Background: an optimization exercise with open tools, aiming at small area and a short achievable clock period. Do not read the settings as production practice. Where RTL was checked, it was by simulation tests only, not by an equivalence proof against the original.

==> flow/design.v (excerpt) <==
module prefetcher
(
	input wire clk,
	input wire prefetch_counter_reset,
	input wire [31:0] orb,
	input wire [31:0] l2_req_address,
	input wire l2_req_read,
	input wire l2_req_write,
	input wire [255:0] l2_req_wdata,
	output wire [255:0] l2_rsp_rdata,
	output wire l2_rsp_resp,
	output wire [31:0] mem_req_address,
	output wire mem_req_read,
	output wire mem_req_write,
	output wire [255:0] mem_req_wdata,
	input wire [255:0] mem_rsp_rdata,
	input wire mem_rsp_resp,
	input wire cfg_write,
	input wire cfg_wdata_enable,
	input wire [7:0] cfg_wdata_grace_limit,
	output wire cfg_enable,
	output wire [7:0] cfg_grace_limit,
	output wire [15:0] hit_count
);
	localparam int NS = 4;
	wire rst = prefetch_counter_reset;
	logic st_idle, st_pf, st_ch, st_pt, st_hr;
	logic [7:0] grace;
	logic [31:0] slot_address [0:NS-1];
	logic [255:0] slot_data [0:NS-1];
	logic [NS-1:0] slot_valid;
	logic [NS-1:0] slot_ready;
	logic [NS-1:0] wp;           
	logic [NS-1:0] l2_match;     
	logic [NS-1:0] pf_sel;       
	logic cfg_en;
	logic [7:0] cfg_gl;
	logic [15:0] hcnt;
	wire l2_active = l2_req_read | l2_req_write;
	wire resp = mem_rsp_resp;
	logic within_grace;
	always_comb
	begin
		logic gt, eq;
		gt = 1'b0;
		eq = 1'b1;
		for (int i = 7; i >= 0; i--)
		begin
			gt = gt | (eq & grace[i] & ~cfg_gl[i]);
			eq = eq & ~(grace[i] ^ cfg_gl[i]);
		end
		within_grace = ~gt;
	end
	logic [NS-1:0] orb_match;
	logic [NS-1:0] l2_match_d;
	always_comb
	begin
		for (int i = 0; i < NS; i++)
		begin
  ...
Size in the first run: about 3,200 cells after synthesis, about 1,300 flip-flops, roughly 1,200 I/O pins.
clock: 5.8 ns
lec_check: 0
cap_margin: 20
core_area: 5 5 395 395
cts_buf_list: sky130_fd_sc_hd__clkbuf_16
cts_cluster_diameter: 100
cts_cluster_size: 24
die_area: 0 0 400 400
gpl_routability_driven: 0
place_density: 0.8
setup_slack_margin: 2.5
slew_margin: 20
synth_hierarchical: 1
synth_minimum_keep_size: 0
standard.sh (not shown) runs the stock make flow with config.mk's settings and CLKGATE_MAP_FILE= SYNTH_SCRIPT=/design/flow/synth_recipe.tcl, a recipe that flattens the netlist after the stock synthesis.
==> flow/flow/run.sh <==
#!/bin/bash
# Standard ORFS layout, with plain buffers on the ports instead of the delay
# cells that buffer_ports picks by default. Each ORFS step writes its own log
# under orfs/logs; make's own output goes to make.log.
set -euo pipefail
export BUFFER_PORTS_ARGS="-buffer_cell sky130_fd_sc_hd__buf_1"
export DONT_USE_CELLS="sky130_fd_sc_hd__clkdlybuf4s15_1 sky130_fd_sc_hd__clkdlybuf4s15_2 sky130_fd_sc_hd__clkdlybuf4s18_1 sky130_fd_sc_hd__clkdlybuf4s18_2 sky130_fd_sc_hd__clkdlybuf4s25_1 sky130_fd_sc_hd__clkdlybuf4s25_2 sky130_fd_sc_hd__clkdlybuf4s50_1 sky130_fd_sc_hd__clkdlybuf4s50_2 sky130_fd_sc_hd__dlygate4sd1_1 sky130_fd_sc_hd__dlygate4sd2_1 sky130_fd_sc_hd__dlygate4sd3_1 sky130_fd_sc_hd__dlymetal6s2s_1 sky130_fd_sc_hd__dlymetal6s4s_1 sky130_fd_sc_hd__dlymetal6s6s_1"
bash standard.sh > make.log 2>&1
Then changed:
--- a/flow/design.v
+++ b/flow/design.v
@@ -253,62 +253,72 @@
 		for (int g = 0; g < NG; g++)
 		begin
 			logic [NS-1:0] h;
 			for (int i = 0; i < NS; i++)
 				h[i] = and4(st_ch, l2_req_read, l2_match[i], slot_ready[i], g);
 			hsel[g] <= h;
 			msel[g] <= ~|h;
 		end
 	end
-	logic [255:0] rdata_n012;
-	logic [31:0] maddr_n012;
+	logic [255:0] rdata_n01, rdata_n23;
+	logic [31:0] maddr_n01, maddr_n23;
 	for (genvar g = 0; g < NG; g++)
 	begin : g_rpick
-		prefetcher_pick3n #(.W(NG_BITS)) pick_i
+		prefetcher_pick2n #(.W(NG_BITS)) pick01_i
 		(
-			.sel(hsel[g][2:0]),
+			.sel(hsel[g][1:0]),
 			.d0(slot_data[0][g*NG_BITS +: NG_BITS]),
 			.d1(slot_data[1][g*NG_BITS +: NG_BITS]),
-			.d2(slot_data[2][g*NG_BITS +: NG_BITS]),
-			.y_n(rdata_n012[g*NG_BITS +: NG_BITS])
+			.y_n(rdata_n01[g*NG_BITS +: NG_BITS])
+		);
+		prefetcher_pick2n #(.W(NG_BITS)) pick23_i
+		(
+			.sel(hsel[g][3:2]),
+			.d0(slot_data[2][g*NG_BITS +: NG_BITS]),
+			.d1(slot_data[3][g*NG_BITS +: NG_BITS]),
+			.y_n(rdata_n23[g*NG_BITS +: NG_BITS])
 		);
 	end
-	prefetcher_pick3n #(.W(32)) apick_i
+	prefetcher_pick2n #(.W(32)) apick01_i
 	(
-		.sel(pf_sel[2:0]),
+		.sel(pf_sel[1:0]),
 		.d0(slot_address[0]),
 		.d1(slot_address[1]),
-		.d2(slot_address[2]),
-		.y_n(maddr_n012)
+		.y_n(maddr_n01)
+	);
+	prefetcher_pick2n #(.W(32)) apick23_i
+	(
+		.sel(pf_sel[3:2]),
+		.d0(slot_address[2]),
+		.d1(slot_address[3]),
+		.y_n(maddr_n23)
 	);
 	logic [255:0] rdata;
 	logic [31:0] maddr;
 	always_comb
 	begin
 		for (int g = 0; g < NG; g++)
-			rdata[g*NG_BITS +: NG_BITS] = ~rdata_n012[g*NG_BITS +: NG_BITS]
-				| ({NG_BITS{hsel[g][3]}} & slot_data[3][g*NG_BITS +: NG_BITS])
+			rdata[g*NG_BITS +: NG_BITS] = ~rdata_n01[g*NG_BITS +: NG_BITS]
+				| ~rdata_n23[g*NG_BITS +: NG_BITS]
 				| ({NG_BITS{msel[g]}} & mem_rsp_rdata[g*NG_BITS +: NG_BITS]);
-		maddr = ~maddr_n012 | ({32{pf_sel[3]}} & slot_address[3])
-			| ({32{st_pt}} & l2_req_address);
+		maddr = ~maddr_n01 | ~maddr_n23 | ({32{st_pt}} & l2_req_address);
 	end
 	assign l2_rsp_rdata = rdata;
 	assign l2_rsp_resp = (st_pt & resp) | st_hr;
 	assign mem_req_address = maddr;
 	assign mem_req_read = st_pf | (st_pt & l2_req_read);
 	assign mem_req_write = st_pt & l2_req_write;
 	assign mem_req_wdata = l2_req_wdata;
 	assign cfg_enable = cfg_en;
 	assign cfg_grace_limit = cfg_gl;
 	assign hit_count = hcnt;
 endmodule
-module prefetcher_pick3n #(parameter int W = 16)
+module prefetcher_pick2n #(parameter int W = 16)
 (
-	input wire [2:0] sel,
+	input wire [1:0] sel,
 	input wire [W-1:0] d0,
 	input wire [W-1:0] d1,
-	input wire [W-1:0] d2,
 	output wire [W-1:0] y_n
 );
-	assign y_n = ~(({W{sel[0]}} & d0) | ({W{sel[1]}} & d1) | ({W{sel[2]}} & d2));
+	assign y_n = ~(({W{sel[0]}} & d0) | ({W{sel[1]}} & d1));
 endmodule
 `default_nettype wire
Result:
- die area does not change
- non-clock buffer count is higher by 9
- routed wire length shrinks by 17%
- global-route usage went down by 3.7 points
- fmax falls by 4.5%
- first-iteration DRC count drops by about 30%
- final area grows by 0.97%
- setup slack is worse by 0.15 ns
- via count rises by 0.89%
- flip-flop and latch count is unchanged
- cell count climbs by about 4.4%
- synthesized area grows by 1.2%
- critical path depth increases by 4
- synthesized cell count grows by about 8%
No functional check of the RTL was part of the second run of this note.

-- static timing again, ports no longer ideal --
The flow's constraints put no driver on any port. The routed layouts listed below were extracted and timed again, unchanged, in two steps. Step 1 sets driving cells, clkbuf_16 on the clock port and buf_2 on the other inputs (assumed; they add their load-dependent delay and slew). Step 2 moves the port delays by t, midway between the first and last clock arrival at a register: inputs arrive t later, outputs are due t later. That takes back most of the time a late clock gives input paths. Slacks: ideal / step 1 / step 2; pairs: ideal / step 1.
run	t (ns)	setup slack, ns	pins driven straight from the clock port
the first run	0.750	2.548 / 2.482 / 1.940	1
the second run	0.742	2.393 / 2.358 / 1.616	1
After both steps setup and hold are still met in every run listed. For the second run, which loses most, drivers alone change the setup slack by -0.035 ns; drivers and shift together by -0.777 ns.
